What follows belongs to an exercise in optimizing a design on an open flow for small area; a production flow would make more cautious choices. The RTL was checked by simulation tests, not by an equivalence proof against the original design. The flow treats the clock pin as an ideal source, which a real chip does not have. Power and IR drop assume default switching activity.

--- config.mk ---
export PLATFORM = sky130hd
export DESIGN_NAME = radar_display_top
export DESIGN_NICKNAME = radar_display_top
export VERILOG_FILES = /design/flow/design.v
export SDC_FILE = /design/flow/constraint.sdc
export NUM_CORES = 4
export LEC_CHECK = 0
export CAP_MARGIN = 20
export CORE_MARGIN = 2
export CORE_UTILIZATION = 75
export CTS_BUF_LIST = sky130_fd_sc_hd__clkbuf_4
export PLACE_DENSITY = 0.85
export SLEW_MARGIN = 20
--- constraint.sdc ---
create_clock -name core_clock -period 8.0 [get_ports {clock}]
set_input_delay 1.6000 -clock core_clock [delete_from_list [all_inputs] [get_ports {clock}]]
set_output_delay 1.6000 -clock core_clock [all_outputs]
set_load 0.01 [all_outputs]
--- design.v ---
`timescale 1ns/1ns
`default_nettype none
module radar_display_top (
	input logic clock,
	input logic arst_n,
	input logic signed [11:0] target_x,
	input logic signed [11:0] target_y,
	input logic target_load,
	output logic [23:0] pixel,
	output logic hsync,
	output logic vsync,
	output logic de
);
	function automatic logic [15:0] rca(input logic [15:0] a, input logic [15:0] b, input logic cin);
		logic c;
		c = cin;
		for (int i = 0; i < 16; i++) begin
			rca[i] = a[i] ^ b[i] ^ c;
			c = (a[i] & b[i]) | (c & (a[i] ^ b[i]));
		end
	endfunction
	function automatic logic ge(input logic [15:0] v, input logic [15:0] k);
		logic r;
		r = 1'b1;
		for (int i = 0; i < 16; i++)
			r = k[i] ? (v[i] & r) : (v[i] | r);
		ge = r;
	endfunction
	function automatic logic in_range(input logic [15:0] v, input logic [15:0] lo, input logic [15:0] hi);
		in_range = ge(v, lo) && ge(hi, v);
	endfunction
	logic [8:0] x;
	logic [7:0] w;
	logic first;
	logic [13:0] r_hi;
	wire x_end = (x == 9'd175);
	wire w_end = (w == 8'd168);
	wire at_origin = (x == 9'h160) && (w == 8'd177);
	always_ff @(posedge clock or negedge arst_n) begin
		if (!arst_n) begin
			x <= 9'd171;
			w <= 8'd168;
			first <= 1'b1;
		end else begin
			x <= x_end ? 9'h160 : 9'(rca(16'(x), 16'd0, 1'b1));
			if (x_end)
				w <= w_end ? 8'd177 : 8'(rca(16'(w), 16'd0, 1'b1));
			if (at_origin)
				first <= 1'b0;
		end
	end
	wire x_blank = !x[8] && ge(16'(x[7:0]), 16'd160);
	wire x_last = (x == 9'd159);
	wire w_neg = w[7] && (w[6] || w[5]);
	wire r0 = x[0] ^ w[0];
	logic [8:0] r_step;
	always_comb begin
		if (x_blank)
			r_step = '0;
		else if (x_last)
			r_step = {w_neg, w};
		else
			r_step = x;
	end
	wire r_cin = !x_blank && !x_last && r0;
	always_ff @(posedge clock) begin
		if (x_end && w_end)
			r_hi <= 14'd8720;  
		else
			r_hi <= 14'(rca(16'(r_hi), {{7{r_step[8]}}, r_step}, r_cin));
	end
	wire [14:0] r_sq = {r_hi, r0};
	wire s = x[8];
	wire [6:0] b = x[6:0] ^ {7{s}};
	wire [15:0] m15s = rca(16'(b[6:4]), 16'(b), s);
	wire [7:0] s15 = 8'(rca(16'(m15s[7:2]), 16'(w), s));
	wire [7:0] s45 = 8'(rca(16'(b), 16'(w), s));
	wire [15:0] m75 = rca({6'd0, b[5:0], 4'd0}, {10'd0, ~b[5:0]}, 1'b0);
	wire [9:0] g75 = 10'(rca(16'(m75[9:0]), {6'd0, w, 2'd0}, 1'b0));
	wire near75 = !b[6] && (s ? in_range(16'(g75), 16'd673, 16'd700) : in_range(16'(g75), 16'd691, 16'd718));
	wire line = in_range(16'(s15), 16'd159, 16'd161) ||
		in_range(16'(s45), 16'd159, 16'd161) ||
		near75;
	wire g_near = in_range(16'(w), 16'd32, 16'd184);
	wire g_5 = !in_range(16'(w), 16'd169, 16'd223);
	wire g_6 = in_range(16'(w), 16'd0, 16'd94) || in_range(16'(w), 16'd186, 16'd255);
	wire g_7 = !in_range(16'(w), 16'd25, 16'd184);
	wire ring = (g_near && (in_range(16'(r_sq), 16'd1216, 16'd1344) ||
			in_range(16'(r_sq), 16'd4224, 16'd4480) ||
			in_range(16'(r_sq), 16'd9344, 16'd9600) ||
			in_range(16'(r_sq), 16'd16512, 16'd16768))) ||
		(g_5 && in_range(16'(r_sq), 16'd25600, 16'd26112)) ||
		(g_6 && in_range(16'(r_sq), 16'd4096, 16'd4608)) ||
		(g_7 && in_range(16'(r_sq), 16'd17408, 16'd17920));
	wire x_in = s ? ge(16'(x[7:0]), 16'd125) : ge(16'd131, 16'(x[7:0]));
	wire y_in = ge(16'(w), 16'd181) || ge(16'd163, 16'(w));
	wire on_border = (s ? ge(16'd128, 16'(x[7:0])) : x[7]) ||
		in_range(16'(w), 16'd177, 16'd184) || in_range(16'(w), 16'd160, 16'd168);
	wire grid_on = x_in && y_in && (on_border || ring || line);
	wire tx_ok = (target_x[11:8] == {4{target_x[8]}});
	wire ty_ok = (target_y[11:8] == 4'h0) ? (target_y[7:2] != 6'h3f) :
		(target_y[11:8] == 4'hf) && (target_y[7:4] == 4'hf) && (target_y[3:2] != 2'b00);
	logic [8:0] pend_x;
	logic [7:0] pend_y;
	logic pend_ok;
	logic [8:0] act_x;
	logic [7:0] act_y;
	logic act_ok;
	wire swap = (x == 9'd171) && w_end;
	always_ff @(posedge clock) begin
		if (target_load) begin
			pend_x <= target_x[8:0];
			pend_y <= target_y[7:0];
		end
		if (swap) begin
			act_x <= pend_x;
			act_y <= pend_y;
		end
	end
	always_ff @(posedge clock or negedge arst_n) begin
		if (!arst_n) begin
			pend_ok <= 1'b0;
			act_ok <= 1'b0;
		end else begin
			if (target_load)
				pend_ok <= tx_ok && ty_ok;
			if (swap)
				act_ok <= pend_ok;
		end
	end
	wire [8:0] dx = 9'(rca(16'(x), 16'(~act_x), 1'b1));
	wire [7:0] sy = 8'(rca(16'(w), 16'(act_y), 1'b0));
	wire hit_x = (dx[8:3] == 6'd0 && dx[2:0] <= 3'd4) || (dx[8:2] == 7'h7f);
	wire hit_y = in_range(16'(sy), 16'd156, 16'd164);
	wire hit = act_ok && hit_x && hit_y;
	wire de_i = !first && (s || !ge(16'(x[7:0]), 16'd160)) && (ge(16'(w), 16'd177) || ge(16'd160, 16'(w)));
	assign de = de_i;
	assign hsync = !first && !s && in_range(16'(x[7:0]), 16'd164, 16'd171);
	assign vsync = (w == 8'd163) || (w == 8'd164);
	wire red = de_i && !hit && grid_on;
	wire green = de_i && hit;
	assign pixel = {{8{red}}, {8{green}}, 8'd0};
endmodule
`default_nettype wire
--- flow/run.sh ---
#!/bin/bash
set -euo pipefail
HERE=$(pwd)
R=$HERE/orfs/results/$FLOW_PLATFORM/radar_display_top/base
LIB=$FLOW_HOME/platforms/sky130hd/lib/sky130_fd_sc_hd__tt_025C_1v80.lib
YOSYS=$FLOW_HOME/../tools/install/yosys/bin/yosys
bash standard.sh synth > synth.log 2>&1
mkdir -p reopt
cp $R/1_2_yosys.v reopt/standard.v
python3 flow/fapol.py reopt/standard.v reopt/fapol.v > reopt/fapol.log 2>&1
python3 flow/mkmap.py $LIB reopt/fapol.v reopt/comb_map.v > reopt/mkmap.log 2>&1
cat > reopt/reopt.ys <<EOY
read_liberty -lib $LIB
read_verilog reopt/fapol.v
hierarchy -top $FLOW_TOP
techmap -map reopt/comb_map.v
techmap
opt -fast -purge
extract_fa -fa
techmap -map $FLOW_HOME/platforms/sky130hd/cells_adders_hd.v
techmap
opt -fast -purge
abc -liberty $LIB $(cat flow/dontuse.txt) -D $(python3 -c "print(int(float('$FLOW_PERIOD_NS')*1000))")
opt_clean -purge
splitnets
opt_clean -purge
hilomap -singleton -hicell sky130_fd_sc_hd__conb_1 HI -locell sky130_fd_sc_hd__conb_1 LO
insbuf -buf sky130_fd_sc_hd__buf_4 A X
check -assert
stat -liberty $LIB
write_verilog -noattr -nohex -nodec reopt/reopt.v
EOY
$YOSYS -s reopt/reopt.ys > reopt/yosys.log 2>&1
cp reopt/reopt.v $R/1_2_yosys.v
bash standard.sh synth > synth_odb.log 2>&1
export BUFFER_PORTS_ARGS="-buffer_cell sky130_fd_sc_hd__buf_1"
export SKIP_REPAIR_TIE_FANOUT=1
export POST_CTS_TCL=$HERE/flow/post_cts.tcl
export CTS_ARGS="-sink_clustering_enable -repair_clock_nets -dont_use_dummy_load -buf_list sky130_fd_sc_hd__clkbuf_4"
bash standard.sh finish > layout.log 2>&1
--- flow/dontuse.txt ---
-dont_use sky130_fd_sc_hd__lpflow_bleeder_1 -dont_use sky130_fd_sc_hd__lpflow_clkbufkapwr_1 -dont_use sky130_fd_sc_hd__lpflow_clkbufkapwr_16 -dont_use sky130_fd_sc_hd__lpflow_clkbufkapwr_2 -dont_use sky130_fd_sc_hd__lpflow_clkbufkapwr_4 -dont_use sky130_fd_sc_hd__lpflow_clkbufkapwr_8 -dont_use sky130_fd_sc_hd__lpflow_clkinvkapwr_1 -dont_use sky130_fd_sc_hd__lpflow_clkinvkapwr_16 -dont_use sky130_fd_sc_hd__lpflow_clkinvkapwr_2 -dont_use sky130_fd_sc_hd__lpflow_clkinvkapwr_4 -dont_use sky130_fd_sc_hd__lpflow_clkinvkapwr_8 -dont_use sky130_fd_sc_hd__lpflow_decapkapwr_12 -dont_use sky130_fd_sc_hd__lpflow_decapkapwr_3 -dont_use sky130_fd_sc_hd__lpflow_decapkapwr_4 -dont_use sky130_fd_sc_hd__lpflow_decapkapwr_6 -dont_use sky130_fd_sc_hd__lpflow_decapkapwr_8 -dont_use sky130_fd_sc_hd__lpflow_inputiso0n_1 -dont_use sky130_fd_sc_hd__lpflow_inputiso0p_1 -dont_use sky130_fd_sc_hd__lpflow_inputiso1n_1 -dont_use sky130_fd_sc_hd__lpflow_inputiso1p_1 -dont_use sky130_fd_sc_hd__lpflow_inputisolatch_1 -dont_use sky130_fd_sc_hd__lpflow_isobufsrc_1 -dont_use sky130_fd_sc_hd__lpflow_isobufsrc_16 -dont_use sky130_fd_sc_hd__lpflow_isobufsrc_2 -dont_use sky130_fd_sc_hd__lpflow_isobufsrc_4 -dont_use sky130_fd_sc_hd__lpflow_isobufsrc_8 -dont_use sky130_fd_sc_hd__lpflow_isobufsrckapwr_16 -dont_use sky130_fd_sc_hd__lpflow_lsbuf_lh_hl_isowell_tap_1 -dont_use sky130_fd_sc_hd__lpflow_lsbuf_lh_hl_isowell_tap_2 -dont_use sky130_fd_sc_hd__lpflow_lsbuf_lh_hl_isowell_tap_4 -dont_use sky130_fd_sc_hd__lpflow_lsbuf_lh_isowell_4 -dont_use sky130_fd_sc_hd__lpflow_lsbuf_lh_isowell_tap_1 -dont_use sky130_fd_sc_hd__lpflow_lsbuf_lh_isowell_tap_2 -dont_use sky130_fd_sc_hd__lpflow_lsbuf_lh_isowell_tap_4 -dont_use sky130_fd_sc_hd__probe_p_8 -dont_use sky130_fd_sc_hd__probec_p_8 
--- flow/fapol.py ---
#!/usr/bin/env python3
"""Inverter clean-up around full adders in a mapped sky130hd netlist.

A full adder is self-dual: inverting all three inputs inverts both outputs.
Synthesis leaves inverters on the inputs and outputs of some full adders
where the opposite polarity needs none. This script collapses inverter
chains into (source, phase) signals, chooses for every fa cell whether to use
it inverted so that the number of distinct inverted signals is smallest,
and writes the netlist back with one inverter per inverted signal.

usage: fapol.py IN.v OUT.v
"""
import re
import sys
import collections

INV_RE = re.compile(r'sky130_fd_sc_hd__(?:clk)?inv_\d+$')
FA_RE = re.compile(r'sky130_fd_sc_hd__fa_\d+$')
OUT_PINS = {'X', 'Y', 'Q', 'Q_N', 'SUM', 'COUT', 'HI', 'LO'}
INV_CELL = 'sky130_fd_sc_hd__inv_1'


def parse(text):
    m = re.search(r'\bmodule\s+(\w+)\s*\((.*?)\);(.*)\bendmodule', text, re.S)
    name, portlist, body = m.group(1), m.group(2), m.group(3)
    stmts = [s.strip() for s in body.split(';')]
    decls, cells, assigns = [], [], []
    for s in stmts:
        if not s:
            continue
        if re.match(r'(input|output|inout|wire)\b', s):
            decls.append(s)
        elif s.startswith('assign'):
            a = re.match(r'assign\s+(.+?)\s*=\s*(.+)$', s, re.S)
            assigns.append((a.group(1).strip(), a.group(2).strip()))
        else:
            c = re.match(r'(\S+)\s+(\S+)\s*\((.*)\)$', s, re.S)
            if not c:
                raise SystemExit('cannot parse: ' + s[:80])
            pins = [(p, n.strip()) for p, n in re.findall(r'\.(\w+)\(([^()]*)\)', c.group(3))]
            cells.append([c.group(1), c.group(2), pins])
    return name, portlist, decls, cells, assigns


def main():
    text = open(sys.argv[1]).read()
    name, portlist, decls, cells, assigns = parse(text)
    outputs = set()
    for d in decls:
        if d.startswith('output'):
            for n in re.sub(r'^output\s+(\[[^\]]*\]\s*)?', '', d).split(','):
                outputs.add(n.strip())

    def base(net):
        return net.split('[')[0].strip()

    # driver of each net
    driver = {}
    for ci, (typ, inst, pins) in enumerate(cells):
        for p, n in pins:
            if p in OUT_PINS:
                driver[n] = (ci, p)
    fixed = set()
    for l, r in assigns:
        fixed.add(l)
        fixed.add(r)

    for n in list(driver):
        if base(n) in outputs:
            fixed.add(n)

    def is_fixed(n):
        return n in fixed or base(n) in outputs or n.startswith("1'")

    # signal of a net: (source net, phase) through inverter chains
    memo = {}

    def sig(n):
        if n in memo:
            return memo[n]
        d = driver.get(n)
        if d and INV_RE.match(cells[d[0]][0]):
            a = dict(cells[d[0]][2])['A']
            s, ph = sig(a)
            r = (s, ph ^ 1)
        else:
            r = (n, 0)
        memo[n] = r
        return r

    fa = [ci for ci, c in enumerate(cells) if FA_RE.match(c[0])]
    fa_set = set(fa)
    flip = {ci: 0 for ci in fa}
    # consumers: (cell index, pin) -> wanted signal given current flips.
    # a consumer pin of an fa wants sig(net) xor flip; fa outputs produce
    # source ^ flip; inverters are dropped and rebuilt.
    inv_cells = {ci for ci, c in enumerate(cells) if INV_RE.match(c[0])}
    # nets whose value is needed by fixed consumers (ports / assigns)
    consumers = []  # (ci or None, pin, net)
    for ci, (typ, inst, pins) in enumerate(cells):
        if ci in inv_cells:
            continue
        for p, n in pins:
            if p not in OUT_PINS:
                consumers.append((ci, p, n))
    for n in list(fixed):
        if n in driver or n in memo or True:
            consumers.append((None, 'port', n))

    def need(ci, n):
        s, ph = sig(n)
        if ci is not None and ci in fa_set:
            ph ^= flip[ci]
        d = driver.get(s)
        if d and d[0] in fa_set:
            ph ^= flip[d[0]]
        return s, ph

    def cost():
        inv = set()
        for ci, p, n in consumers:
            s, ph = need(ci, n)
            if ph:
                inv.add(s)
        return len(inv)

    # an fa driving a fixed net keeps its polarity
    locked = set()
    for ci in fa:
        for p, n in cells[ci][2]:
            if p in OUT_PINS and is_fixed(n):
                locked.add(ci)
    best = cost()
    before = best
    free = [ci for ci in fa if ci not in locked]
    improved = True
    while improved:
        improved = False
        for ci in free:
            flip[ci] ^= 1
            c = cost()
            if c < best:
                best = c
                improved = True
            else:
                flip[ci] ^= 1
        if improved:
            continue
        # pairs of fa cells
        for i, ci in enumerate(free):
            for cj in free[i + 1:]:
                flip[ci] ^= 1
                flip[cj] ^= 1
                c = cost()
                if c < best:
                    best = c
                    improved = True
                else:
                    flip[ci] ^= 1
                    flip[cj] ^= 1
    import random
    rng = random.Random(1)
    keep = dict(flip)
    for restart in range(40):
        for ci in free:
            flip[ci] = rng.randint(0, 1)
        cur = cost()
        improved = True
        while improved:
            improved = False
            for ci in free:
                flip[ci] ^= 1
                c = cost()
                if c < cur:
                    cur = c
                    improved = True
                else:
                    flip[ci] ^= 1
        if cur < best:
            best = cur
            keep = dict(flip)
    flip.update(keep)
    sys.stderr.write('fapol: inverted signals %d -> %d, inverter cells before %d, fa flipped %d\n'
                     % (before, best, len(inv_cells), sum(flip.values())))

    # rebuild: every consumer connects to source net or its single inverter
    inv_of = {}
    new_cells = []
    k = 0
    tag = 0
    while ('_fp%d_' % tag) in text:
        tag += 1
    tag = '_fp%d_' % tag

    def inv_net(s):
        nonlocal k
        if s not in inv_of:
            k += 1
            w = '%sn%d_' % (tag, k)
            inv_of[s] = w
            new_cells.append([INV_CELL, '%si%d_' % (tag, k), [('A', s), ('Y', w)]])
        return inv_of[s]

    # fa output nets keep their names; consumers see source ^ flip
    extra_decl = []
    for ci, (typ, inst, pins) in enumerate(cells):
        if ci in inv_cells:
            continue
        newpins = []
        for p, n in pins:
            if p in OUT_PINS:
                newpins.append((p, n))
                continue
            s, ph = need(ci, n)
            newpins.append((p, inv_net(s) if ph else s))
        cells[ci][2] = newpins
    # fixed nets (ports, assign operands) that inverters used to drive
    for n in sorted(fixed):
        if n.startswith("1'"):
            continue
        d = driver.get(n)
        if d and d[0] in inv_cells:
            s, ph = need(None, n)
            if ph:
                new_cells.append([INV_CELL, '%sp%d_' % (tag, len(new_cells)), [('A', s), ('Y', n)]])
            else:
                new_cells.append(['sky130_fd_sc_hd__buf_1', '%sb%d_' % (tag, len(new_cells)), [('A', s), ('X', n)]])
        elif d and d[0] in fa_set and flip[d[0]]:
            raise SystemExit('fapol: flipped fa drives a port directly')
    # a flipped fa whose output net is a port would need care; refuse above.
    out = ['module %s(%s);' % (name, portlist)]
    for d in decls:
        out.append('  %s ;' % d)
    for w in inv_of.values():
        out.append('  wire %s;' % w)
    for typ, inst, pins in [c for ci, c in enumerate(cells) if ci not in inv_cells] + new_cells:
        out.append('  %s %s (%s);' % (typ, inst, ', '.join('.%s(%s )' % (p, n) for p, n in pins)))
    for l, r in assigns:
        out.append('  assign %s = %s ;' % (l, r))
    out.append('endmodule')
    open(sys.argv[2], 'w').write('\n'.join(out) + '\n')


main()
--- flow/mkmap.py ---
#!/usr/bin/env python3
"""Write a yosys techmap file that turns every combinational sky130hd cell
used in a netlist into its liberty function.

usage: mkmap.py LIB NETLIST OUT.v
"""
import re
import sys

lib = open(sys.argv[1]).read()
used = set(re.findall(r'^\s*(sky130_fd_sc_hd__\w+)\s', open(sys.argv[2]).read(), re.M))
pos = [(m.start(), m.group(1)) for m in re.finditer(r'\n\s*cell\s*\(\s*"?(\w+)"?\s*\)', lib)]
out = []
for i, (p, n) in enumerate(pos):
    if n not in used:
        continue
    body = lib[p:pos[i + 1][0] if i + 1 < len(pos) else len(lib)]
    if re.search(r'\b(ff|latch|statetable)\s*\(', body):
        continue
    pins = []
    for m in re.finditer(r'\n\s*pin\s*\(\s*"?(\w+)"?\s*\)\s*\{', body):
        pb = body[m.end():m.end() + 20000]
        d = re.search(r'direction\s*:\s*"?(\w+)"?', pb).group(1)
        f = re.search(r'\bfunction\s*:\s*"([^"]*)"', pb[:pb.find('\n    }') if '\n    }' in pb else 3000])
        pins.append((m.group(1), d, f.group(1) if (f and d == 'output') else None))
    outs = [q for q in pins if q[1] == 'output']
    if not outs or any(o[2] is None for o in outs) or n.endswith('conb_1'):
        continue
    ins = [q[0] for q in pins if q[1] == 'input']
    s = 'module %s(%s);\n' % (n, ', '.join(['input ' + x for x in ins] + ['output ' + o[0] for o in outs]))
    for o in outs:
        s += '  assign %s = %s;\n' % (o[0], o[2].replace('!', '~').replace('+', '|'))
    out.append(s + 'endmodule\n')
open(sys.argv[3], 'w').write('\n'.join(out))
--- flow/post_cts.tcl ---
estimate_parasitics -placement
set changed 0
foreach inst [get_cells clkbuf_*] {
  set name [get_full_name $inst]
  set net [get_nets -of_objects [get_pins $name/X]]
  set worst 0
  foreach load [get_pins -of_objects $net -filter "direction==input"] {
    if { [string match "*clkbuf*" [get_property [get_cells -of_objects $load] ref_name]] } {
      continue
    }
    set s [get_property $load slew_max]
    if { $s > $worst } { set worst $s }
  }
  set ref [get_property $inst ref_name]
  puts "post_cts: $name $ref worst load slew $worst"
  if { $worst > 0.118 && $ref == "sky130_fd_sc_hd__clkbuf_4" } {
    replace_cell $name sky130_fd_sc_hd__clkbuf_8
    puts "post_cts: $name -> sky130_fd_sc_hd__clkbuf_8"
    incr changed
  }
}
if { $changed > 0 } {
  detailed_placement
  check_placement -verbose
  estimate_parasitics -placement
}
--- standard.sh ---
#!/bin/bash
# synth_recipe.tcl (not shown) runs the flow's synth.tcl, then flattens the netlist and writes it again
# the make line also repeats each setting of config.mk as NAME=value (left out here)
make -C /OpenROAD-flow-scripts/flow DESIGN_CONFIG=/design/flow/config.mk WORK_HOME=/design/flow/orfs CLKGATE_MAP_FILE= SYNTH_SCRIPT=/design/flow/synth_recipe.tcl "${@:-finish}"
==> key figures, run 1 <==
Detailed routing
  – DRC Markers: 0
  – DRT Pass-1 Iters: 5
  – Initial DRC Count: 435
  – WL final: 10280 um
  – Wl on met1: 3907 um
  – Wire per inst: 19.04 um
  – Antenna viol nets, final: 0
  – Detailed-route via count: 3456
  – Top layer in use: met4
  – Drt via density: 6.400
  – Met2 WL: 5155 um
  – Met3 routed WL: 893 um

Logic synthesis
  – Syn_nets: 497
  – Mapped Cells: 425
  – Synthesized area per cell: 10.77 um2
  – Synth warnings: 1
  – Syn Std Cell Area: 0.004577 mm2

Power and ir drop
  – Pwr dens: 113.1 mW/mm2
  – Leakage: 1.786 nW
  – Max VDD drop: 0.1611 mV

STA
  – Max Fclk: 131.5 MHz
  – Final max-slew violation count: 0
  – RSZ-0062 raised after global routing: no
  – Worst-margin pin slew: 1.032 ns
  – Sum of negative setup slack: 0 ns
  – Setup Skew: 0.02400 ns
  – Period utilisation layout: 0.9509
  – Setup violations, final: 0
  – Normalized max-slew margin: 0.3117
  – Fin crit period: 7.607 ns
  – Final Hold Fails: 0

CTS
  – Clk slew on worst S/H paths: 0.09 ns
  – Worst-Skew Late Latency: 0.41 ns
  – CTS tree: done
  – Sink Count: 68

Critical path
  – WS Path Type: reg -> reg
  – Crit start category: register
  – Endpoint class of the critical path: register
  – Arr. time, crit path: 7.87 ns
  – Worst-path maximum fanout: 7
  – CP required: 8.26 ns

Layout
  – Nets: 539
  – Share of cells above drive strength 1: 0.06882
  – P&R area growth vs syn: 5.577%
  – Final instance area: 0.004832 mm2
  – Final design utilization: 0.8161
  – Most common cell after layout, fill and taps aside: fa_1
  – ANT cells: 0
  – Commonest non-fill, non-tap cells in the layout: fa_1, buf_1, nor2_1

Place
  – DP Area: 0.004710 mm2
  – DP HPWL: 7951 um
  – I/O Buffers: 45
  – Final GP Congestion: 0.9542

Floorplan
  – IO Pins: 54
  – Initial core utilization: 0.7730
  – Core ar.: 0.005921 mm2
  – Site Rows: 28
  – Die height: 82.12 um
  – Die W: 82.12 um
  – Die Area: 0.006744 mm2

Global routing
  – Grt total ovfl: 0
  – Vias in the first global route: 3409
  – Antenna violations before repair: 0
  – First-pass GRT wire length: 16720 um
  – GRT Resource Usage Total: 0.3459
  – Pin count of the biggest net entering global routing: 21

Run status
  – Status: complete, no violations

Hold path
  – Hold WC Path Type: reg -> reg

Flow run
  – Max Cap Viol: 0
[flip-flops by register name, indices dropped and copies added (netlist names), 8 cells and up]
register	count
r_hi	14
act_x	9
pend_x	9
x	9
act_y	8
pend_y	8
w	8
[routing by layer]
metal | vias to the layer above | track usage
met5 | - | 0
met4 | 0 | 0.1267
met3 | 32 | 0.07609
met2 | 205 | 0.5919
met1 | 1669 | 0.4348
li1 | 1550 | -
[per-stage QoR]
step                power, mW  setup WS [ns]  std cells  hold WS, ns
floorplan              0.3891         0.5954        425       0.4003
global placement       0.3949         0.3714        527       0.4013
detailed placement     0.3969         0.1208        527       0.4045
global route           0.5669        0.02242        540       0.4401
finish                 0.5465         0.3932        540       0.4221
[path summary, 6_finish.rpt]
kind                            from        to  slack [ns]  depth (start not counted)
max                             x[1]  r_hi[13]        0.39                         23
min                        pend_x[4]  act_x[4]        0.42                          0
max reg2reg                     x[1]  r_hi[13]        0.39                         23
min reg2reg                pend_x[4]  act_x[4]        0.42                          0
max in group asynchronous     arst_n      w[3]        6.44                          1
min in group asynchronous     arst_n      w[0]        1.16                          1
[worst max-delay path, cell delays in order (launching register included)]
cell and delay, ns:
dfstp_2 0.61, nand2_1 0.14, nor2_2 0.19, and2_1 0.26, nand4_1 0.23, nor2_1 0.15, nor3_1 0.08, fa_1 0.45
clkinv_1 0.08, fa_1 0.17, clkinv_1 0.08, fa_1 0.42, fa_1 0.44, fa_1 0.44, fa_1 0.43, fa_1 0.43
fa_1 0.42, fa_1 0.44, fa_1 0.43, fa_1 0.43, fa_1 0.43, fa_1 0.41, xnor2_1 0.21, o211ai_1 0.10
[cell type report]
class	count	area (um2)
Clock buffer	9	73.82
Fill cell	358	1089
Inverter	28	105.1
Multi-Input combinational cell	305	2501
Sequential cell	68	1813
Tap cell	75	93.84
Timing Repair Buffer	55	245.2
[power by group]
group	internal (mW)	total (mW)	switching, mW
clock network	0.0575	0.157	0.0998
logic	0.00339	0.0121	0.00870
registers	0.375	0.377	0.00186
total	0.436	0.546	0.110
==> run 2: changes to the inputs <==
--- a/config.mk
+++ b/config.mk
@@ -5,9 +5,9 @@
 export SDC_FILE = /design/flow/constraint.sdc
 export NUM_CORES = 4
 export LEC_CHECK = 0
-export CAP_MARGIN = 20
+export CAP_MARGIN = 0
 export CORE_MARGIN = 2
 export CORE_UTILIZATION = 75
 export CTS_BUF_LIST = sky130_fd_sc_hd__clkbuf_4
 export PLACE_DENSITY = 0.85
-export SLEW_MARGIN = 20
+export SLEW_MARGIN = 0
==> key figures, run 2 <==
Run status
  – Status: complete, no violations

Critical path
  – CP max stage cell: dfstp_2
  – Crit start category: register
  – CP startpoint: x[1]
  – Endpoint class of the critical path: register
  – RR Startpoint: x[1]
  – Bufs and invs on worst path: 2 (unchanged)
  – CP required: 8.26 ns (about the same)
  – Cell mode on critical path: fa_1
  – Crit path max-delay family: adder cells
  – CP cell instances: nand2_1 -> nor2_2 -> and2_1 -> nand4_1 -> nor2_1 -> nor3_1 -> fa_1 -> clkinv_1 -> fa_1 -> clkinv_1 -> fa_1 -> fa_1 -> fa_1 -> fa_1 -> fa_1 -> fa_1 -> fa_1 -> fa_1 -> fa_1 -> fa_1 -> fa_1 -> xnor2_1 -> o211ai_1
  – Max incr delay on CP: 0.61 ns (about the same)
  – WS Path Type: reg -> reg
  – Worst-path maximum fanout: 7 (unchanged)
  – Arr. time, crit path: 7.87 ns (about the same)

Floorplan
  – IO Pins: 54 (unchanged)
  – Die Area: 0.006744 mm2 (unchanged)
  – Core ar.: 0.005921 mm2 (unchanged)
  – Site Rows: 28 (unchanged)
  – Die height: 82.12 um (unchanged)
  – Die W: 82.12 um (unchanged)
  – Initial core utilization: 0.7730 (unchanged)

Global routing
  – Pin count of the biggest net entering global routing: 21 (unchanged)
  – Antenna violations before repair: 0 (unchanged)
  – Vias in the first global route: 3409 (unchanged)
  – First-pass GRT wire length: 16720 um (unchanged)
  – GRT Resource Usage Total: 0.3459 (unchanged)
  – Grt total ovfl: 0 (unchanged)

STA
  – Worst-margin pin slew: 1.177 ns (+0.1446 ns)
  – RSZ-0062 raised after global routing: no
  – Max Fclk: 131.5 MHz (about the same)
  – Setup Skew: 0.02380 ns (-0.0002050 ns)
  – Fin crit period: 7.607 ns (+0.00008800 ns)
  – Normalized max-slew margin: 0.2153 (-0.09641)
  – Period utilisation layout: 0.9509 (about the same)
  – Final Hold Fails: 0 (unchanged)
  – Final max-slew violation count: 0 (unchanged)
  – Sum of negative setup slack: 0 ns (unchanged)
  – Setup violations, final: 0 (unchanged)

CTS
  – Worst-Skew Late Latency: 0.41 ns (about the same)
  – Sink Count: 68 (unchanged)
  – Clk slew on worst S/H paths: 0.08 ns (about the same)
  – CTS tree: done

Layout
  – Final design utilization: 0.8159 (about the same)
  – P&R area growth vs syn: 5.549% (about the same)
  – Max reg flops: 14 (unchanged)
  – ANT cells: 0 (unchanged)
  – Nets: 539 (unchanged)
  – Largest Register: r_hi
  – Register area: 0.001813 mm2 (unchanged)
  – Fillcell total: 358 (unchanged)
  – Share of cells above drive strength 1: 0.06667 (-0.002151)
  – Commonest non-fill, non-tap cells in the layout: fa_1, buf_1, nor2_1
  – Area of the multi-input gates: 0.002501 mm2 (unchanged)

Place
  – DP HPWL: 7951 um (unchanged)
  – I/O Buffers: 45 (unchanged)
  – Final GP Congestion: 0.9542 (unchanged)

Detailed routing
  – WL final: 10280 um (about the same)
  – Wire per inst: 19.04 um (about the same)
  – DRT Pass-1 Iters: 5 (unchanged)
  – Antenna viol nets, final: 0 (unchanged)
  – Drt via density: 6.398 (about the same)
  – Detailed-route via count: 3455 (-0.029%)
  – DRC Markers: 0 (unchanged)
  – Initial DRC Count: 435 (unchanged)

Logic synthesis
  – Synth warnings: 1 (unchanged)
  – Syn_nets: 497 (unchanged)
  – Syn Std Cell Area: 0.004577 mm2 (unchanged)
  – Synthesized area per cell: 10.77 um2 (unchanged)
  – Mapped Cells: 425 (unchanged)

Flow run
  – Max Cap Viol: 0 (unchanged)

Power and ir drop
  – Leakage: 1.783 nW (-0.17%)
  – Max VDD drop: 0.1611 mV (about the same)
  – Pwr dens: 113.1 mW/mm2 (about the same)

Hold path
  – Min-delay src: pend_x[4]
  – Hold WC Path Type: reg -> reg
==> run 2: layout make-up <==
type | instances | share of cell area
sequential | 68 | 0.3753
tap | 75 | 0.01943
multi-input combinational | 305 | 0.5177
clock buffer | 9 | 0.01528
inverter | 28 | 0.02176
timing repair buffer | 55 | 0.05051
==> run 2: report_power, final <==
group	leakage, nW	total [mW]	internal [mW]	switching, mW
combinational	1.06	0.0120	0.00332	0.00870
clock	0.0440	0.157	0.0575	0.0998
sequential	0.677	0.377	0.375	0.00186
==> run 2: layer usage <==
layer,track usage,wire length (um),vias to the layer above
met2,0.5919,5156,205
met1,0.4348,3907,1669
met4,0.1267,325,0
li1,-,-,1549
met3,0.07609,894,32
met5,0,0,-
==> run 2: per-stage QoR <==
| stage | setup slack (ns) | power, mW | instance area, um2 | instances | hold WS [ns] |
|---|---|---|---|---|---|
| global placement | 0.3714 | 0.3949 | 4710 | 527 | 0.4013 |
| global route | 0.02242 | 0.5668 | 4831 | 540 | 0.4401 |
| finish | 0.3931 | 0.5464 | 4831 | 540 | 0.4221 |
| detailed placement | 0.1208 | 0.3969 | 4710 | 527 | 0.4045 |
| floorplan | 0.5954 | 0.3891 | 4577 | 425 | 0.4003 |
==> run 2: path summary, 6_finish.rpt <==
kind | cells after the start | to | slack (ns)
min in group asynchronous | 1 | w[0] | 1.40
setup reg to reg | 23 | r_hi[13] | 0.39
hold reg to reg | 0 | act_x[4] | 0.42
hold / removal | 0 | act_x[4] | 0.42
setup / recovery | 23 | r_hi[13] | 0.39
max in group asynchronous | 1 | x[8] | 5.87
==> run 3: changes to the inputs <==
--- a/config.mk
+++ b/config.mk
@@ -7,7 +7,7 @@
 export LEC_CHECK = 0
 export CAP_MARGIN = 0
 export CORE_MARGIN = 2
-export CORE_UTILIZATION = 75
+export CORE_UTILIZATION = 65
 export CTS_BUF_LIST = sky130_fd_sc_hd__clkbuf_4
-export PLACE_DENSITY = 0.85
+export PLACE_DENSITY = 0.75
 export SLEW_MARGIN = 0
==> key figures, run 3 <==
Global routing
  – Vias in the first global route: 3369 (-1.2%)
  – Antenna violations before repair: 0 (unchanged)
  – First-pass GRT wire length: 16810 um (+0.54%)
  – Pin count of the biggest net entering global routing: 21 (unchanged)
  – Grt total ovfl: 0 (unchanged)
  – GRT Resource Usage Total: 0.2973 (-0.04859)

CTS
  – CTS tree: done
  – Clk slew on worst S/H paths: 0.11 ns (+0.03 ns)
  – Worst-Skew Late Latency: 0.43 ns (+0.02 ns)
  – Sink Count: 68 (unchanged)

Detailed routing
  – Initial DRC Count: 293 (-33%)
  – DRC Markers: 0 (unchanged)
  – DRT Pass-1 Iters: 5 (unchanged)
  – Wire per inst: 18.07 um (-5.1%)
  – Antenna viol nets, final: 0 (unchanged)
  – Drt via density: 5.945 (-7.1%)
  – Detailed-route via count: 3341 (-3.3%)
  – WL final: 10160 um (-1.2%)

Critical path
  – Crit start category: register
  – Arr. time, crit path: 7.81 ns (-0.06 ns)
  – Endpoint class of the critical path: register
  – Cell mode on critical path: fa_1
  – CP max stage cell: dfstp_2
  – CP required: 8.28 ns (+0.02 ns)
  – Bufs and invs on worst path: 2 (unchanged)
  – CP cell instances: nand2_1 -> nor2_2 -> nand2_1 -> nor4_4 -> nor2_1 -> and2_0 -> fa_1 -> clkinv_1 -> fa_1 -> clkinv_1 -> fa_1 -> fa_1 -> fa_1 -> fa_1 -> fa_1 -> fa_1 -> fa_1 -> fa_1 -> fa_1 -> fa_1 -> fa_1 -> xnor2_1 -> o211ai_1
  – Worst-path maximum fanout: 7 (unchanged)
  – WS Path Type: reg -> reg
  – Max incr delay on CP: 0.61 ns (about the same)
  – Reg2reg setup slack: 0.48 ns (+0.08 ns)
  – Crit path max-delay family: adder cells

Layout
  – Final design utilization: 0.7160 (-0.09991)
  – Largest Register: r_hi
  – Share of cells above drive strength 1: 0.06867 (+0.002003)
  – Nets: 540 (+0.19%)
  – Max reg flops: 14 (unchanged)
  – Fin cells: 562 (+4.1%)
  – Commonest non-fill, non-tap cells in the layout: fa_1, buf_1, nor2_1
  – Fillcell total: 549 (+53%)
  – P&R area growth vs syn: 6.288%
  – ANT cells: 0 (unchanged)

Floorplan
  – Site Rows: 30 (+7.1%)
  – Die height: 87.91 um (+7.1%)
  – Die Area: 0.007728 mm2 (+15%)
  – Initial core utilization: 0.6737 (-0.09937)
  – Core ar.: 0.006794 mm2 (+15%)
  – Die W: 87.91 um (+7.1%)
  – IO Pins: 54 (unchanged)

STA
  – Period utilisation layout: 0.9406 (-0.01029)
  – Normalized max-slew margin: 0.2595 (+0.04422)
  – Final WS setup: 0.4754 ns (+0.08231 ns)
  – Final Hold Fails: 0 (unchanged)
  – Final max-slew violation count: 0 (unchanged)
  – Fin crit period: 7.525 ns (-0.08231 ns)
  – Max Fclk: 132.9 MHz (+1.1%)
  – Setup Skew: 0.03066 ns (+0.006857 ns)
  – Worst-margin pin slew: 1.111 ns (-0.06633 ns)
  – Setup violations, final: 0 (unchanged)
  – Sum of negative setup slack: 0 ns (unchanged)
  – RSZ-0062 raised after global routing: no

Logic synthesis
  – Synth warnings: 1 (unchanged)
  – Synthesized area per cell: 10.77 um2 (unchanged)
  – Syn_nets: 497 (unchanged)
  – Syn Std Cell Area: 0.004577 mm2 (unchanged)
  – Mapped Cells: 425 (unchanged)

Hold path
  – Hold WC Path Type: reg -> reg

Run status
  – Status: complete, no violations

Place
  – Dpl ws: 0.1146 ns (-0.006247 ns)
  – DP HPWL: 7798 um (-1.9%)
  – I/O Buffers: 45 (unchanged)
  – Final GP Congestion: 0.9076 (-4.9%)
  – Placed Cells incl. Taps: 550 (+4.4%)

Power and ir drop
  – Max VDD drop: 0.1073 mV (-33%)
  – Pwr dens: 113.6 mW/mm2 (+0.47%)
  – Total power: 552.8 uW (+1.2%)
  – Leakage: 1.787 nW (+0.23%)

Flow run
  – Max Cap Viol: 0 (unchanged)
## run 3: worst paths after layout
| kind | startpoint | end | depth (start not counted) |
|---|---|---|---|
| min in group asynchronous | arst_n | x[4] | 1 |
| min reg2reg | pend_x[0] | act_x[0] | 0 |
| max | x[0] | r_hi[13] | 23 |
| max in group asynchronous | arst_n | w[2] | 1 |
| max reg2reg | x[0] | r_hi[13] | 23 |
| min | pend_x[0] | act_x[0] | 0 |
## run 3: per-stage QoR
step	instance area [um2]	hold slack [ns]
after floorplan	4577	0.4003
after global placement	4751	0.4008
after detailed placement	4751	0.4054
after global routing	4865	0.4129
final	4865	0.4072
## run 3: cell type report
cell class	instances	area, um2	area share
multi-input cells	305	2501	0.5141
flip-flops and latches	68	1813	0.3727
repair buffers	56	251.5	0.05170
well taps	96	120.1	0.02469
inverters	28	105.1	0.02160
clock buffers	9	73.82	0.01517
## run 3: where the power goes
| group | total, mW | internal (mW) | switching (mW) |
|---|---|---|---|
| clock | 0.165 | 0.0574 | 0.107 |
| sequential | 0.377 | 0.375 | 0.00152 |
| combinational | 0.0115 | 0.00332 | 0.00820 |
| total | 0.553 | 0.436 | 0.117 |
## run 3: layer usage
| layer | vias up | track usage | routed length, um |
|---|---|---|---|
| met5 | - | 0 | 0 |
| met1 | 1658 | 0.4063 | 4267 |
| met3 | 21 | 0.05844 | 606 |
| met4 | 0 | 0.1091 | 218 |
| li1 | 1549 | - | - |
| met2 | 113 | 0.4787 | 5064 |
==> run 4: changes to the inputs <==
--- a/config.mk
+++ b/config.mk
@@ -5,9 +5,9 @@
 export SDC_FILE = /design/flow/constraint.sdc
 export NUM_CORES = 4
 export LEC_CHECK = 0
-export CAP_MARGIN = 0
+export CAP_MARGIN = 20
 export CORE_MARGIN = 2
 export CORE_UTILIZATION = 65
 export CTS_BUF_LIST = sky130_fd_sc_hd__clkbuf_4
 export PLACE_DENSITY = 0.75
-export SLEW_MARGIN = 0
+export SLEW_MARGIN = 20
==> key figures, run 4 <==
Global routing
  – Grt total ovfl: 0 (unchanged)
  – Antenna violations before repair: 0 (unchanged)
  – First-pass GRT wire length: 16810 um (unchanged)
  – Vias in the first global route: 3369 (unchanged)
  – GRT Resource Usage Total: 0.2973 (unchanged)
  – Pin count of the biggest net entering global routing: 21 (unchanged)

Detailed routing
  – Drt via density: 5.936 (-0.15%)
  – DRT Pass-1 Iters: 4 (-1)
  – Met2 WL: 5086 um (+0.43%)
  – Antenna viol nets, final: 0 (unchanged)
  – Detailed-route via count: 3336 (-0.15%)
  – WL final: 10190 um (+0.35%)
  – Wl on met1: 4258 um (-0.21%)
  – Initial DRC Count: 301 (+2.7%)
  – Wire per inst: 18.14 um (+0.35%)
  – Top layer in use: met4
  – DRC Markers: 0 (unchanged)
  – Met3 routed WL: 632 um (+4.3%)

Place
  – Placed Cells incl. Taps: 550 (unchanged)
  – Dpl ws: 0.1146 ns (unchanged)
  – DP Area: 0.004751 mm2 (unchanged)
  – DP HPWL: 7798 um (unchanged)
  – Final GP Congestion: 0.9076 (unchanged)
  – I/O Buffers: 45 (unchanged)

STA
  – Max Fclk: 133.2 MHz (+0.24%)
  – Setup violations, final: 0 (unchanged)
  – Period utilisation layout: 0.9384 (-0.002214)
  – Sum of negative setup slack: 0 ns (unchanged)
  – Setup Skew: 0.02951 ns (-0.001146 ns)
  – Final Hold Fails: 0 (unchanged)
  – Worst-margin pin slew: 0.9831 ns (-0.1277 ns)
  – Min Hold Slack: 0.4070 ns (-0.0001870 ns)
  – Fin crit period: 7.507 ns (-0.01771 ns)
  – Normalized max-slew margin: 0.3446 (+0.08514)
  – Final max-slew violation count: 0 (unchanged)
  – Final WS setup: 0.4931 ns (+0.01771 ns)
  – RSZ-0062 raised after global routing: no

Floorplan
  – Core ar.: 0.006794 mm2 (unchanged)
  – Initial core utilization: 0.6737 (unchanged)
  – IO Pins: 54 (unchanged)
  – Die W: 87.91 um (unchanged)
  – Die height: 87.91 um (unchanged)
  – Die Area: 0.007728 mm2 (unchanged)
  – Site Rows: 30 (unchanged)

Critical path
  – CP cell instances: nand2_1 -> nor2_2 -> nand2_1 -> nor4_4 -> nor2_1 -> and2_0 -> fa_1 -> clkinv_1 -> fa_1 -> clkinv_1 -> fa_1 -> fa_1 -> fa_1 -> fa_1 -> fa_1 -> fa_1 -> fa_1 -> fa_1 -> fa_1 -> fa_1 -> fa_1 -> xnor2_1 -> o211ai_1
  – Crit path max-delay family: adder cells
  – Worst-path maximum fanout: 7 (unchanged)
  – Max incr delay on CP: 0.61 ns (about the same)
  – CP max stage cell: dfstp_2
  – Cell mode on critical path: fa_1
  – CP startpoint: x[0]
  – Bufs and invs on worst path: 2 (unchanged)
  – CP required: 8.28 ns (about the same)
  – Endpoint class of the critical path: register
  – Crit start category: register
  – RR Startpoint: x[0]
  – Arr. time, crit path: 7.79 ns (-0.02 ns)
  – WS Path Type: reg -> reg

Flow run
  – Max Cap Viol: 0 (unchanged)

Hold path
  – Hold WC Path Type: reg -> reg
  – Min-delay src: pend_x[0]

Power and ir drop
  – Max VDD drop: 0.1073 mV (unchanged)
  – Leakage: 1.790 nW (+0.17%)
  – Total power: 553.2 uW (about the same)
  – Pwr dens: 113.5 mW/mm2 (about the same)

Layout
  – Max reg flops: 14 (unchanged)
  – Largest Register: r_hi
  – Fin cells: 562 (unchanged)
  – P&R area growth vs syn: 6.452%
  – Commonest non-fill, non-tap cells in the layout: fa_1, buf_1, nor2_1
  – Fillcell total: 549 (unchanged)
  – Final instance area: 0.004872 mm2 (+0.15%)
  – Nets: 540 (unchanged)
  – ANT cells: 0 (unchanged)
  – Most common cell after layout, fill and taps aside: fa_1
  – Share of cells above drive strength 1: 0.07296 (+0.004292)
  – Final design utilization: 0.7171 (+0.001105)

CTS
  – CTS tree: done
  – Clk slew on worst S/H paths: 0.11 ns (about the same)
  – Worst-Skew Late Latency: 0.43 ns (about the same)
  – Sink Count: 68 (unchanged)

Logic synthesis
  – Mapped Cells: 425 (unchanged)
  – Synthesized area per cell: 10.77 um2 (unchanged)
  – Syn_nets: 497 (unchanged)
  – Synth warnings: 1 (unchanged)
  – Syn Std Cell Area: 0.004577 mm2 (unchanged)

Run status
  – Status: complete, no violations
## run 4: power by group
group	internal, mW	total, mW	switching (mW)
logic	0.00339	0.0116	0.00822
clock network	0.0574	0.165	0.108
registers	0.375	0.377	0.00153
## run 4: layout make-up
cell class                      count  area, um2  share of cell area
Clock buffer                        9      73.82             0.01515
Sequential cell                    68       1813              0.3721
Tap cell                           96      120.1             0.02465
Inverter                           28      105.1             0.02157
Timing Repair Buffer               56      252.7             0.05187
Multi-Input combinational cell    305       2507              0.5146
## run 4: per-layer routing
| metal | up-vias | global-route usage |
|---|---|---|
| li1 | 1554 | - |
| met1 | 1651 | 0.4063 |
| met2 | 110 | 0.4787 |
| met3 | 21 | 0.05844 |
| met4 | 0 | 0.1091 |
| met5 | - | 0 |
## run 4: path summary, 6_finish.rpt
path	end	slack (ns)	cells after the start
max reg2reg	r_hi[13]	0.49	23
min reg2reg	act_x[0]	0.41	0
min in group asynchronous	x[4]	1.12	1
min	act_x[0]	0.41	0
max	r_hi[13]	0.49	23
max in group asynchronous	first	6.48	1
==> run 5: changes to the inputs <==
--- a/flow/run.sh
+++ b/flow/run.sh
@@ -20,7 +20,7 @@
 techmap -map $FLOW_HOME/platforms/sky130hd/cells_adders_hd.v
 techmap
 opt -fast -purge
-abc -liberty $LIB $(cat flow/dontuse.txt) -D $(python3 -c "print(int(float('$FLOW_PERIOD_NS')*1000))")
+abc -liberty $LIB $(cat flow/dontuse.txt) -script $HERE/flow/area.abc
 opt_clean -purge
 splitnets
 opt_clean -purge
==> flow/area.abc (new file) <==
strash; dc2; dc2; dch -f; amap; topo; stime -c
==> key figures, run 5 <==
Run status
  – Status: complete, no violations

Critical path
  – CP cell instances: clkinv_1 -> buf_4 -> o22ai_1 -> buf_4 -> nand2_1 -> fa_1 -> clkinv_1 -> fa_1 -> fa_1 -> fa_1 -> fa_1 -> fa_1 -> a21oi_2 -> clkinv_1 -> nor2_1 -> a211oi_1 -> a2111oi_2 -> buf_4 -> nor4_1 -> nor4_1 -> buf_4 -> buf_1
  – Worst reg2reg path depth: 29 (+26%)
  – CP max stage cell: fa_1
  – Worst-path maximum fanout: 8 (+1)
  – Crit start category: register
  – Reg2reg setup slack: 0.50 ns (about the same)
  – CP required: 6.40 ns (-1.88 ns)
  – WS Path Type: reg -> out
  – RR Startpoint: x[0]
  – Max incr delay on CP: 0.47 ns (-0.14 ns)
  – Arr. time, crit path: 6.05 ns (-1.74 ns)
  – Cell mode on critical path: fa_1
  – Endpoint class of the critical path: output port
  – FF-to-FF End: r_hi[13]

STA
  – Period utilisation layout: 0.9558 (+0.01740)
  – Final max-slew violation count: 0 (unchanged)
  – Setup violations, final: 0 (unchanged)
  – Final WS setup: 0.3539 ns (-0.1392 ns)
  – RSZ-0062 raised after global routing: no
  – Final Hold Fails: 0 (unchanged)
  – Setup Skew: 0.01646 ns (-0.01305 ns)
  – Worst-margin pin slew: 0.9958 ns (+0.01272 ns)
  – Normalized max-slew margin: 0.3337 (-0.01093)
  – Fin crit period: 7.646 ns (+0.1392 ns)
  – Sum of negative setup slack: 0 ns (unchanged)
  – Max Fclk: 130.8 MHz (-1.8%)

Layout
  – Largest Register: r_hi
  – Max reg flops: 14 (unchanged)
  – Most common cell after layout, fill and taps aside: nor2_1
  – Share of cells above drive strength 1: 0.1081 (+0.03515)
  – Fin cells: 598 (+6.4%)
  – ANT cells: 0 (unchanged)
  – Nets: 592 (+9.6%)
  – Final instance area: 0.004931 mm2 (+1.2%)
  – Commonest non-fill, non-tap cells in the layout: nor2_1, clkinv_1, buf_1
  – P&R area growth vs syn: 8.807%

Place
  – DP Area: 0.004776 mm2 (+0.53%)
  – Final GP Congestion: 0.9647 (+6.3%)
  – I/O Buffers: 45 (unchanged)
  – Dpl ws: 0.03306 ns (-0.08154 ns)
  – DP HPWL: 8453 um (+8.4%)
  – Placed Cells incl. Taps: 586 (+6.5%)

Floorplan
  – Core ar.: 0.006756 mm2 (-0.55%)
  – Die W: 87.50 um (-0.47%)
  – Site Rows: 30 (unchanged)
  – Initial core utilization: 0.6707 (-0.002924)
  – Die Area: 0.007656 mm2 (-0.93%)
  – Die height: 87.50 um (-0.47%)
  – IO Pins: 54 (unchanged)

Power and ir drop
  – Leakage: 1.760 nW (-1.7%)
  – Total power: 560.3 uW (+1.3%)
  – Max VDD drop: 0.1127 mV (+5.0%)
  – Pwr dens: 113.6 mW/mm2 (about the same)

Flow run
  – Max Cap Viol: 0 (unchanged)

Detailed routing
  – Met3 routed WL: 849 um (+34%)
  – Top layer in use: met4
  – Drt via density: 6.045 (+1.8%)
  – Antenna viol nets, final: 0 (unchanged)
  – Wl on met1: 4362 um (+2.4%)
  – DRT Pass-1 Iters: 6 (+2)
  – Met2 WL: 5060 um (-0.51%)
  – Wire per inst: 17.80 um (-1.9%)
  – DRC Markers: 0 (unchanged)
  – Detailed-route via count: 3615 (+8.4%)
  – Initial DRC Count: 298 (-1.0%)
  – WL final: 10640 um (+4.4%)

Global routing
  – GRT Resource Usage Total: 0.3092 (+0.01192)
  – Vias in the first global route: 3612 (+7.2%)
  – Pin count of the biggest net entering global routing: 21 (unchanged)
  – Antenna violations before repair: 0 (unchanged)
  – Grt total ovfl: 0 (unchanged)
  – First-pass GRT wire length: 17570 um (+4.5%)

Logic synthesis
  – Syn_nets: 539 (+8.5%)
  – Synth warnings: 1 (unchanged)
  – Syn Std Cell Area: 0.004532 mm2 (-0.98%)
  – Synthesized area per cell: 9.704 um2 (-9.9%)
  – Mapped Cells: 467 (+9.9%)

CTS
  – CTS tree: done
  – Clk slew on worst S/H paths: 0.09 ns (-0.02 ns)
  – Worst-Skew Late Latency: 0.41 ns (-0.02 ns)
  – Sink Count: 68 (unchanged)

Hold path
  – Hold depth: 0 (unchanged)
  – Hold WC Path Type: reg -> reg
  – Min-delay src: pend_x[1]
  – Hold EP: act_x[1]
==> run 5: where the power goes <==
| group | total, mW | switching [mW] | internal, mW | leakage (nW) |
|---|---|---|---|---|
| Sequential | 0.377 | 0.00171 | 0.375 | 0.677 |
| Clock | 0.171 | 0.108 | 0.0628 | 0.0466 |
| Combinational | 0.0127 | 0.00882 | 0.00385 | 1.04 |
==> run 5: metrics by stage <==
step,utilization,hold WS (ns)
after detailed placement,0.7069,0.4045
after global placement,0.7069,0.4005
final,0.7298,0.4079
after floorplan,-,0.4003
after global routing,0.7298,0.4342
==> run 5: worst max-delay path, delay by kind of cell, from the launching register on <==
| family | cells | cell delay, ns |
|---|---|---|
| compound gates | 4 | 0.82 |
| flops | 1 | 0.39 |
| simple gates | 4 | 0.68 |
| buf+inv | 8 | 1.32 |
| fa+ha+maj | 6 | 2.46 |
==> run 5: how the worst max path moves through the flow <==
stage	start	to	slack [ns]	depth (start not counted)
2_1_floorplan	x[0]	r_hi[13]	0.06	28
3_3_place_gp	x[1]	r_hi[13]	0.22	29
3_5_place_dp	x[1]	r_hi[13]	0.03	29
5_1_grt	x[8]	pixel[18]	0.02	22
6_report	x[8]	pixel[22]	0.35	22
==> run 5: routing by layer <==
metal	GRT usage	vias to the layer above
met5	0	-
met4	0.1203	0
met3	0.07773	40
met2	0.4855	183
met1	0.4192	1692
li1	-	1700
==> run 5: layout make-up <==
class	count	area (um2)
multi-input combinational	311	2367
fill	522	1826
sequential	68	1813
timing repair buffer	66	326.6
inverter	64	244.0
tap	80	100.1
clock buffer	9	80.08
==> run 6: changes to the inputs <==
--- a/design.v
+++ b/design.v
@@ -74,12 +74,12 @@
 	wire [6:0] b = x[6:0] ^ {7{s}};
 	wire [15:0] m15s = rca(16'(b[6:4]), 16'(b), s);
 	wire [7:0] s15 = 8'(rca(16'(m15s[7:2]), 16'(w), s));
-	wire [7:0] s45 = 8'(rca(16'(b), 16'(w), s));
+	wire [7:0] s45 = 8'(rca(16'(b), 16'(w), 1'b0));
 	wire [15:0] m75 = rca({6'd0, b[5:0], 4'd0}, {10'd0, ~b[5:0]}, 1'b0);
 	wire [9:0] g75 = 10'(rca(16'(m75[9:0]), {6'd0, w, 2'd0}, 1'b0));
 	wire near75 = !b[6] && (s ? in_range(16'(g75), 16'd673, 16'd700) : in_range(16'(g75), 16'd691, 16'd718));
 	wire line = in_range(16'(s15), 16'd159, 16'd161) ||
-		in_range(16'(s45), 16'd159, 16'd161) ||
+		(s ? in_range(16'(s45), 16'd158, 16'd160) : in_range(16'(s45), 16'd159, 16'd161)) ||
 		near75;
 	wire g_near = in_range(16'(w), 16'd32, 16'd184);
 	wire g_5 = !in_range(16'(w), 16'd169, 16'd223);
--- a/flow/run.sh
+++ b/flow/run.sh
@@ -20,7 +20,7 @@
 techmap -map $FLOW_HOME/platforms/sky130hd/cells_adders_hd.v
 techmap
 opt -fast -purge
-abc -liberty $LIB $(cat flow/dontuse.txt) -script $HERE/flow/area.abc
+abc -liberty $LIB $(cat flow/dontuse.txt) -D $(python3 -c "print(int(float('$FLOW_PERIOD_NS')*1000))")
 opt_clean -purge
 splitnets
 opt_clean -purge
removed: flow/area.abc
==> key figures, run 6 <==
Run status
  – Status: complete, no violations

Critical path
  – RR Startpoint: x[3]
  – Crit path max-delay family: adder cells
  – CP required: 8.30 ns (+1.90 ns)
  – CP cell instances: nand2_1 -> nor2_1 -> and2_2 -> and3_2 -> nor2_1 -> and2_0 -> fa_1 -> clkinv_1 -> fa_1 -> clkinv_1 -> fa_1 -> fa_1 -> fa_1 -> fa_1 -> fa_1 -> fa_1 -> fa_1 -> fa_1 -> fa_1 -> fa_1 -> fa_1 -> xnor2_1 -> a21oi_1 -> o21ai_0
  – Worst reg2reg path depth: 24 (-17%)
  – FF-to-FF End: r_hi[13]
  – CP startpoint: x[3]
  – Reg2reg setup slack: 0.44 ns (-0.06 ns)
  – Arr. time, crit path: 7.86 ns (+1.81 ns)
  – CP max stage cell: dfstp_2
  – Bufs and invs on worst path: 2 (-6)
  – WS Path Type: reg -> reg
  – Critical path endpoint: r_hi[13]
  – Crit start category: register
  – Cell mode on critical path: fa_1
  – Worst-path maximum fanout: 7 (-1)
  – Stages on worst setup path: 24 (+9.1%)
  – Endpoint class of the critical path: register
  – Max incr delay on CP: 0.61 ns (+0.14 ns)

Detailed routing
  – WL final: 9614 um (-9.7%)
  – Initial DRC Count: 283 (-5.0%)
  – Drt via density: 5.971 (-1.2%)
  – DRC Markers: 0 (unchanged)
  – Antenna viol nets, final: 0 (unchanged)
  – DRT Pass-1 Iters: 5 (-1)
  – Detailed-route via count: 3314 (-8.3%)
  – Wire per inst: 17.32 um (-2.7%)

Global routing
  – GRT busiest layer: met2
  – Grt total ovfl: 0 (unchanged)
  – First-pass GRT wire length: 15900 um (-9.5%)
  – Met2 GRT Util: 0.4401 (-0.04545)
  – Vias in the first global route: 3347 (-7.3%)
  – Pin count of the biggest net entering global routing: 21 (unchanged)
  – Antenna violations before repair: 0 (unchanged)
  – GRT Resource Usage Total: 0.2819 (-0.02730)
  – GR Layer Usage met1: 0.3777 (-0.04153)
  – Met3 GRT Util: 0.06598 (-0.01175)

Place
  – Dpl ws: 0.2698 ns (+0.2368 ns)
  – Placed Cells incl. Taps: 546 (-6.8%)
  – DP Area: 0.004710 mm2 (-1.4%)
  – I/O Buffers: 45 (unchanged)
  – DP HPWL: 7343 um (-13%)
  – Final GP Congestion: 0.9714 (+0.69%)

Layout
  – Largest Register: r_hi
  – Final design utilization: 0.7053 (-0.02447)
  – ANT cells: 0 (unchanged)
  – P&R area growth vs syn: 5.510%
  – Max reg flops: 14 (unchanged)
  – Fillcell total: 530 (+1.5%)
  – Fin cells: 555 (-7.2%)
  – Share of cells above drive strength 1: 0.06536 (-0.04275)
  – Area of the multi-input gates: 0.002454 mm2 (+3.6%)
  – Commonest non-fill, non-tap cells in the layout: fa_1, buf_1, nor2_1
  – Register area: 0.001814 mm2 (about the same)
  – Final instance area: 0.004792 mm2 (-2.8%)
  – Nets: 533 (-10%)

Power and ir drop
  – Leakage: 1.684 nW (-4.3%)
  – Total power: 551.6 uW (-1.6%)
  – Max VDD drop: 0.1076 mV (-4.6%)
  – Pwr dens: 115.1 mW/mm2 (+1.3%)

Floorplan
  – Site Rows: 30 (unchanged)
  – IO Pins: 54 (unchanged)
  – Die Area: 0.007672 mm2 (+0.21%)
  – Initial core utilization: 0.6685 (-0.002232)
  – Die W: 87.59 um (+0.10%)
  – Core ar.: 0.006794 mm2 (+0.56%)
  – Die height: 87.59 um (+0.10%)

STA
  – RSZ-0062 raised after global routing: no
  – Final WS setup: 0.4405 ns (+0.08660 ns)
  – Worst-margin pin slew: 1.045 ns (+0.04940 ns)
  – Setup Skew: 0.03525 ns (+0.01879 ns)
  – Final Hold Fails: 0 (unchanged)
  – Period utilisation layout: 0.9449 (-0.01082)
  – Max Fclk: 132.3 MHz (+1.1%)
  – Normalized max-slew margin: 0.3006 (-0.03306)
  – Setup violations, final: 0 (unchanged)
  – Fin crit period: 7.559 ns (-0.08660 ns)
  – Min Hold Slack: 0.4012 ns (-0.006721 ns)
  – Final max-slew violation count: 0 (unchanged)
  – Sum of negative setup slack: 0 ns (unchanged)

Logic synthesis
  – Syn Std Cell Area: 0.004542 mm2 (+0.22%)
  – Synthesized area per cell: 10.76 um2 (+11%)
  – Syn_nets: 494 (-8.3%)
  – Mapped Cells: 422 (-9.6%)
  – Synth warnings: 1 (unchanged)

CTS
  – Worst-Skew Late Latency: 0.42 ns (about the same)
  – CTS tree: done
  – Clk slew on worst S/H paths: 0.11 ns (+0.02 ns)
  – Sink Count: 68 (unchanged)

Hold path
  – Hold WC Path Type: reg -> reg
  – Hold depth: 0 (unchanged)

Flow run
  – Max Cap Viol: 0 (unchanged)
[run 6: how the worst min path moves through the flow]
stage / startpoint / end / slack [ns]
finish: pend_y[0] / act_y[0] / 0.40
global route: pend_y[0] / act_y[0] / 0.41
detailed placement: pend_y[3] / act_y[3] / 0.40
global placement: pend_y[3] / act_y[3] / 0.40
floorplan: pend_x[0] / act_x[0] / 0.40
[run 6: layout make-up]
| cell class | count | area share |
|---|---|---|
| sequential | 68 | 0.3786 |
| timing repair buffer | 52 | 0.04621 |
| multi-input combinational | 302 | 0.5120 |
| inverter | 28 | 0.02272 |
| tap | 96 | 0.02507 |
| clock buffer | 9 | 0.01540 |
[run 6: worst register-to-register path, stage by stage (launching register included)]
cell and delay, ns:
dfstp_2 0.61, nand2_1 0.15, nor2_1 0.19, and2_2 0.24, and3_2 0.25, nor2_1 0.06, and2_0 0.18, fa_1 0.42
clkinv_1 0.08, fa_1 0.17, clkinv_1 0.08, fa_1 0.42, fa_1 0.42, fa_1 0.42, fa_1 0.43, fa_1 0.43
fa_1 0.43, fa_1 0.42, fa_1 0.42, fa_1 0.43, fa_1 0.43, fa_1 0.41, xnor2_1 0.14, a21oi_1 0.13
o21ai_0 0.10
[run 6: power breakdown]
part | switching [mW] | total, mW | internal, mW
sequential | 0.00161 | 0.377 | 0.375
combinational | 0.00835 | 0.0120 | 0.00366
clock | 0.105 | 0.163 | 0.0575
total | 0.115 | 0.552 | 0.436
[run 6: metal layers]
| metal | vias to the layer above | part of all wire | routed length, um |
|---|---|---|---|
| met1 | 1604 | 0.42 | 4046 |
| met3 | 25 | 0.072 | 692 |
| met2 | 144 | 0.48 | 4595 |
| met4 | 0 | 0.029 | 281 |
| li1 | 1541 | - | - |
| met5 | - | 0 | 0 |
==> run 7: changes to the inputs <==
==> config.mk (replaced) <==
export PLATFORM = sky130hd
export DESIGN_NAME = radar_display_top
export DESIGN_NICKNAME = radar_display_top
export VERILOG_FILES = /design/flow/design.v
export SDC_FILE = /design/flow/constraint.sdc
export NUM_CORES = 4
export LEC_CHECK = 0
export CAP_MARGIN = 0
export CORE_MARGIN = 2
export CORE_UTILIZATION = 80
export CTS_BUF_LIST = sky130_fd_sc_hd__clkbuf_4
export PLACE_DENSITY = 0.9
export SLEW_MARGIN = 0
==> key figures, run 7 <==
CTS
  – CTS tree: done
  – Clk slew on worst S/H paths: 0.11 ns (about the same)
  – Sink Count: 68 (unchanged)
  – Worst-Skew Late Latency: 0.44 ns (+0.02 ns)

Hold path
  – Hold WC Path Type: reg -> reg

Critical path
  – Reg2reg setup slack: 0.43 ns (about the same)
  – Arr. time, crit path: 7.90 ns (+0.04 ns)
  – CP max stage cell: dfstp_2
  – Bufs and invs on worst path: 2 (unchanged)
  – Worst-path maximum fanout: 10 (+3)
  – WS Path Type: reg -> reg
  – CP cell instances: nand2_1 -> nor2_2 -> and2_2 -> and3_2 -> nor2_1 -> and2_0 -> fa_1 -> clkinv_1 -> fa_1 -> clkinv_1 -> fa_1 -> fa_1 -> fa_1 -> fa_1 -> fa_1 -> fa_1 -> fa_1 -> fa_1 -> fa_1 -> fa_1 -> fa_1 -> xnor2_1 -> a21oi_1 -> o21ai_0
  – Crit start category: register
  – Max incr delay on CP: 0.66 ns (+0.05 ns)
  – Cell mode on critical path: fa_1
  – Endpoint class of the critical path: register
  – Crit path max-delay family: adder cells
  – CP required: 8.33 ns (+0.03 ns)

Logic synthesis
  – Synth warnings: 1 (unchanged)
  – Syn_nets: 494 (unchanged)
  – Synthesized area per cell: 10.76 um2 (unchanged)
  – Mapped Cells: 422 (unchanged)
  – Syn Std Cell Area: 0.004542 mm2 (unchanged)

STA
  – Fin crit period: 7.570 ns (+0.01073 ns)
  – Min Hold Slack: 0.3969 ns (-0.004259 ns)
  – Worst-margin pin slew: 1.030 ns (-0.01551 ns)
  – Sum of negative setup slack: 0 ns (unchanged)
  – Setup Skew: 0.03358 ns (-0.001669 ns)
  – Period utilisation layout: 0.9463 (+0.001342)
  – Final Hold Fails: 0 (unchanged)
  – Final max-slew violation count: 0 (unchanged)
  – Normalized max-slew margin: 0.3110 (+0.01038)
  – Setup violations, final: 0 (unchanged)
  – Max Fclk: 132.1 MHz (-0.14%)
  – RSZ-0062 raised after global routing: no

Power and ir drop
  – Leakage: 1.705 nW (+1.2%)
  – Pwr dens: 116.7 mW/mm2 (+1.4%)
  – Max VDD drop: 0.1352 mV (+26%)
  – Total power: 559.1 uW (+1.4%)

Run status
  – Status: complete, no violations

Detailed routing
  – Wire per inst: 20.28 um (+17%)
  – DRC Markers: 0 (unchanged)
  – DRT Pass-1 Iters: 5 (unchanged)
  – Antenna viol nets, final: 0 (unchanged)
  – WL final: 10830 um (+13%)
  – Drt via density: 6.620 (+11%)
  – Initial DRC Count: 442 (+56%)
  – Detailed-route via count: 3535 (+6.7%)

Global routing
  – Antenna violations before repair: 0 (unchanged)
  – GRT Resource Usage Total: 0.3746 (+0.09267)
  – Pin count of the biggest net entering global routing: 21 (unchanged)
  – Grt total ovfl: 0 (unchanged)
  – First-pass GRT wire length: 17050 um (+7.2%)
  – Vias in the first global route: 3560 (+6.4%)

Floorplan
  – Die W: 79.35 um (-9.4%)
  – Die Area: 0.006296 mm2 (-18%)
  – Core ar.: 0.005507 mm2 (-19%)
  – IO Pins: 54 (unchanged)
  – Initial core utilization: 0.8248 (+0.1563)
  – Die height: 79.35 um (-9.4%)
  – Site Rows: 27 (-10%)

Flow run
  – Max Cap Viol: 0 (unchanged)

Layout
  – Largest Register: r_hi
  – P&R area growth vs syn: 5.510% (unchanged)
  – Share of cells above drive strength 1: 0.07576 (+0.01040)
  – Max reg flops: 14 (unchanged)
  – Nets: 536 (+0.56%)
  – ANT cells: 0 (unchanged)
  – Commonest non-fill, non-tap cells in the layout: fa_1, buf_1, nor2_1

Place
  – I/O Buffers: 45 (unchanged)
  – Final GP Congestion: 0.9898 (+1.9%)
  – DP HPWL: 8029 um (+9.3%)
==> run 7: changes by cell type in the layout (fill, tap and decap cells not counted), sizes merged <==
cell	before	now
clkinvlp	1	0
buf	52	55
clkinv	27	28
==> run 7: layer usage <==
metal | up-vias | share of wire | routed length [um] | GRT usage
li1 | 1554 | - | - | -
met1 | 1668 | 0.37 | 3967 | 0.4539
met2 | 259 | 0.50 | 5365 | 0.6271
met3 | 54 | 0.10 | 1115 | 0.1114
met4 | 0 | 0.035 | 384 | 0.1621
met5 | - | 0 | 0 | 0
==> run 7: final timing paths <==
check                           from  endpoint  cells after the start
max                             x[0]  r_hi[13]                     24
min                        pend_x[4]  act_x[4]                      0
max reg2reg                     x[0]  r_hi[13]                     24
min reg2reg                pend_x[4]  act_x[4]                      0
max in group asynchronous     arst_n      x[5]                      2
min in group asynchronous     arst_n      x[6]                      2
==> run 7: area by class of cell <==
cell class | count | area, um2
sequential | 68 | 1813
fill | 294 | 714.4
tap | 72 | 90.09
inverter | 28 | 105.1
multi-input combinational | 302 | 2466
clock buffer | 9 | 73.82
timing repair buffer | 55 | 244.0
==> run 7: power by group <==
group / total, mW / internal, mW / switching (mW)
Clock: 0.170 / 0.0574 / 0.112
Sequential: 0.377 / 0.375 / 0.00193
Combinational: 0.0123 / 0.00366 / 0.00861
Total: 0.559 / 0.436 / 0.123
==> run 7: stage by stage <==
step | instance area (um2) | instances | worst slack (ns) | util
after detailed placement | 4679 | 522 | 0.1894 | 0.8498
after global routing | 4792 | 534 | 0.01017 | 0.8703
after floorplan | 4542 | 422 | 0.5173 | -
after global placement | 4679 | 522 | 0.4933 | 0.8498
final | 4792 | 534 | 0.4298 | 0.8703

==> static timing again, ports no longer ideal <==
Ports are ideal in the flow. The routed layouts listed here were re-timed in OpenROAD.
Step 1: set_driving_cell puts a clkbuf_16 on clock and a buf_2 on each other input, an assumption about the parent block.
Step 2 times the ports against the registers' clock, not the clock port: input delays grow and output delays shrink by t, the midpoint of the rising clock arrivals with the driver on.
a / b / c = no drivers / after step 1 / after step 2; a / b = the first two.
run	shift t [ns]	setup WS [ns]	hold WS [ns]	worst slew at a driven data input, ns	cell pins on the clock port's net
run 1	0.424	0.393 / 0.393 / 0.393	0.422 / 0.422 / 0.422	0.03	1
run 2	0.424	0.393 / 0.393 / 0.393	0.422 / 0.422 / 0.422	0.03	1
run 3	0.446	0.475 / 0.475 / 0.475	0.407 / 0.407 / 0.407	0.03	1
run 4	0.447	0.493 / 0.493 / 0.493	0.407 / 0.407 / 0.407	0.03	1
run 5	0.428	0.354 / 0.326 / 0.499	0.408 / 0.408 / 0.408	0.03	1
run 6	0.432	0.441 / 0.441 / 0.441	0.401 / 0.401 / 0.401	0.03	1
run 7	0.453	0.430 / 0.428 / 0.430	0.397 / 0.397 / 0.397	0.05	1
After both steps setup and hold are still met in every run listed.
